What follows belongs to an exercise in optimizing a design on an open flow for small area; a production flow would make more cautious choices.
In this exercise RTL edits were held to simulation tests only and were not proved equivalent to the original.
Power is estimated from default activity; no workload was simulated.

alpha:
// bf_graph_loader
module bf_graph_loader #(
  parameter int LANES  = 32,
  parameter int WIDTH  = 32,
  parameter int ADDR_W = 10,
  parameter int ROWS   = 32
) (
  input  logic                   clk,
  input  logic                   rst_global,
  input  logic                   go,
  input  logic                   abort,
  input  logic [WIDTH-1:0]       in_data,
  input  logic                   in_valid,
  output logic                   in_ready,
  output logic [ADDR_W-1:0]      mem_addr,
  output logic [LANES*WIDTH-1:0] mem_wdata,
  output logic                   mem_we,
  output logic                   mem_sel,
  output logic                   start,
  input  logic                   finish,
  output logic                   busy,
  output logic                   done
);
For scale: roughly 2100 cells after synthesis, roughly 1000 flip-flops.
==> flow/config.mk <==
export PLATFORM = sky130hd
export DESIGN_NAME = bf_graph_loader
export DESIGN_NICKNAME = bf_graph_loader
export VERILOG_FILES = /design/flow/design.v
export SDC_FILE = /design/flow/constraint.sdc
export NUM_CORES = 4
export LEC_CHECK = 0
export CAP_MARGIN = 0
export CORE_AREA = 3 3 717 81
export CTS_BUF_LIST = sky130_fd_sc_hd__clkbuf_16
export CTS_CLUSTER_DIAMETER = 35
export CTS_CLUSTER_SIZE = 30
export DIE_AREA = 0 0 720 84
export PLACE_DENSITY = 0.7
export SLEW_MARGIN = 0
==> flow/constraint.sdc <==
create_clock -name core_clock -period 5.0 [get_ports {clk}]
set_input_delay 1.0000 -clock core_clock [delete_from_list [all_inputs] [get_ports {clk}]]
set_output_delay 1.0000 -clock core_clock [all_outputs]
set_load 0.01 [all_outputs]
standard.sh (not shown) runs the stock make flow with config.mk's settings and CLKGATE_MAP_FILE= SYNTH_SCRIPT=/design/flow/synth_recipe.tcl, a recipe that flattens the netlist after the stock synthesis.
==> flow/flow/run.sh <==
#!/bin/bash
# Standard ORFS layout (the standard.sh), with two changes:
#  - the per-bit row-lane update is hand-mapped to a22o cells (flow/mapcells.py) before synthesis;
#    the registers are untouched, so synthesis gives them the same names and cells as the standard one;
#  - the port buffers are made of the smallest buffer cell.
set -uo pipefail
python3 flow/mapcells.py design.v > design_mapped.v 2> mapcells.log || exit 1
sed "s#^export VERILOG_FILES = .*#export VERILOG_FILES = $PWD/design_mapped.v#" config.mk > config_mapped.mk
grep -q "design_mapped.v" config_mapped.mk || exit 1
sed "s#DESIGN_CONFIG=[^ ]*#DESIGN_CONFIG=$PWD/config_mapped.mk#" standard.sh > standard_mapped.sh
grep -q "config_mapped.mk" standard_mapped.sh || exit 1
export BUFFER_PORTS_ARGS="-buffer_cell sky130_fd_sc_hd__buf_1"
bash standard_mapped.sh finish > flow_make.log 2>&1
rc=$?
cp -r orfs/logs orfs_logs 2>/dev/null
exit $rc
==> flow/flow/mapcells.py <==
#!/usr/bin/env python3
"""Hand-map the per-bit row-lane update of bf_graph_loader to sky130 a22o cells.

Reads the design as the layout reads it (design.v) and writes it back with the lane update
    row_q[i*WIDTH +: WIDTH] <= (row_q[i*WIDTH +: WIDTH] & {WIDTH{keep}}) | (in_data & {WIDTH{sel}});
computed by one sky130_fd_sc_hd__a22o_1 per bit, X = (A1 & A2) | (B1 & B2), the same function.
The registers (row_q) are left as they are, so synthesis names and maps them as it does the RTL.
"""
import re
import sys

src = open(sys.argv[1]).read()
pat = re.compile(
    r"always_ff\s*@\s*\(\s*posedge\s+clk\s*\)\s*begin\s*"
    r"row_q\[i\*WIDTH \+: WIDTH\]\s*<=\s*\(row_q\[i\*WIDTH \+: WIDTH\]\s*&\s*\{WIDTH\{keep\}\}\)\s*\|\s*"
    r"\(in_data\s*&\s*\{WIDTH\{sel\}\}\);\s*end")
new = """logic [WIDTH-1:0] d;
    for (genvar b = 0; b < WIDTH; b++) begin : g_bit
      sky130_fd_sc_hd__a22o_1 u_a22o (.A1(row_q[i*WIDTH+b]), .A2(keep), .B1(in_data[b]), .B2(sel), .X(d[b]));
    end
    always_ff @(posedge clk) begin
      row_q[i*WIDTH +: WIDTH] <= d;
    end"""
out, n = pat.subn(new, src)
if n != 1:
    sys.exit("mapcells.py: lane update not found exactly once (%d)" % n)
sys.stdout.write(out)
Input-level comparison between beta and alpha:
Settings: CORE_AREA now 3 3 597 133, was 3 3 717 81; CTS_CLUSTER_DIAMETER now 45, was 35; PLACE_DENSITY now 0.65, was 0.7; CTS_CLUSTER_SIZE now 24, was 30; DIE_AREA now 0 0 600 136, was 0 0 720 84.
Results
Status: relative contribution of combinational cells to total power parity (beta, alpha). The worst setup slack in beta was lower than what alpha gave. Taking alpha as the reference, in beta global-route usage went down; wire length the detailed router placed on met1 fell by about 9%; count of placed standard cells in the final layout, fillers left out has increased; design area increased about 1.8%. Going from alpha to beta, final core utilization went down 20 points, average wire length per cell after detail routing went down 4.7%. Lower worst-case clock skew goes to alpha over beta. [compare] base=alpha new=beta: clock period minus worst slack rose 0.018 ns; power in sequential cells about even.
Input changes introduced in gamma (baseline for comparison: beta):
Settings: DIE_AREA: 0 0 600 136 -> 0 0 760 78; PLACE_DENSITY: 0.65 -> 0.8; CORE_AREA: 3 3 597 133 -> 3 3 757 75.
Findings:
- Between beta and gamma, the difference in worst-case reg-to-reg path depth is negligible.
- Changes observed in gamma relative to beta: worst IR drop on VDD grew by 13%, synthesized cell count was more or less identical, clock network area share roughly the same.
--- input diff gamma..delta ---
Settings: CTS_CLUSTER_DIAMETER now 40, was 45; CORE_AREA now 3 3 717 81, was 3 3 757 75; CTS_CLUSTER_SIZE now 30, was 24; DIE_AREA now 0 0 720 84, was 0 0 760 78.
Notes after the runs:
Per the comparison of delta with gamma, power dropped about 3.7%; first-pass GRT wire length barely changed; initial detailed-routing violation count climbed about 1%. delta did not stop at any stage, and its layout met the timing, DRC and antenna checks. On number of cells in the design after placement, delta tracks gamma almost exactly. gamma and delta ended up with nearly the same global placer's final weighted congestion. Going from gamma to delta, the number of nets in the finished design was found to have gone down by 13. Power in combinational cells in delta is about 2% below gamma. delta vs gamma, uppermost layer routed: met4 vs met5. delta — clock buffer instance count of the final layout 10 lower, gamma as reference.
--- input diff delta..epsilon ---
Settings: changing PLACE_DENSITY from 0.8 to 0.85; changing CTS_CLUSTER_SIZE from 30 to 28.
### Flow results
Status: filler-free cell count of the finished design parity (delta, epsilon)
From delta to epsilon the numbers moved as follows: worst setup slack went up 0.036 ns, clock-buffer cell count has increased, mean routed wirelength per cell saw a decrease.
Comparing the two runs side by side, epsilon comes out ahead of delta on final critical delay including setup and external delays.
Re met1 track demand over resource in global routing: delta and epsilon aren't equal, and the higher value belongs to delta.
epsilon consumes more power than delta does.
Between delta and epsilon, the difference in clock input transition at the sequential cells of the worst setup and hold paths is negligible.
Changes observed in epsilon relative to delta: fraction of area in registers fell by 0.27 points, cell count after placement stayed essentially flat.
Going from delta to epsilon, routed via count divided by cell count shrank slightly.

==> static timing again, ports no longer ideal <==
No port has a modelled driver above. Below, the same layouts with a new extraction and two added sets of constraints. Step 1 assumes that a clkbuf_16 drives the clock port and a buf_2 every other input. Step 2, shift: input delay + t, output delay - t, t = (earliest + latest rising clock arrival at the registers) / 2. This alone moves slack from input paths to output paths. a / b / c = ideal ports / drivers / drivers and shift; a / b = the first two.
run	t, ns	slack for setup (ns)	clock arrival spread, ns	slew at the worst register clock pin (ns)	worst slew at a driven data input, ns
alpha	0.720	1.900 / 1.815 / 1.402	0.030 / 0.030	0.12 / 0.12	0.05
beta	0.663	1.882 / 1.840 / 1.568	0.036 / 0.035	0.11 / 0.11	0.08
gamma	0.734	1.847 / 1.762 / 1.340	0.033 / 0.033	0.11 / 0.11	0.05
delta	0.726	1.871 / 1.785 / 1.308	0.035 / 0.035	0.12 / 0.12	0.05
epsilon	0.686	1.907 / 1.841 / 1.381	0.046 / 0.046	0.12 / 0.12	0.04
After both steps every run listed still meets setup and hold. The setup slack of delta, which loses most, moves by -0.086 ns with the drivers and by -0.563 ns with both steps.
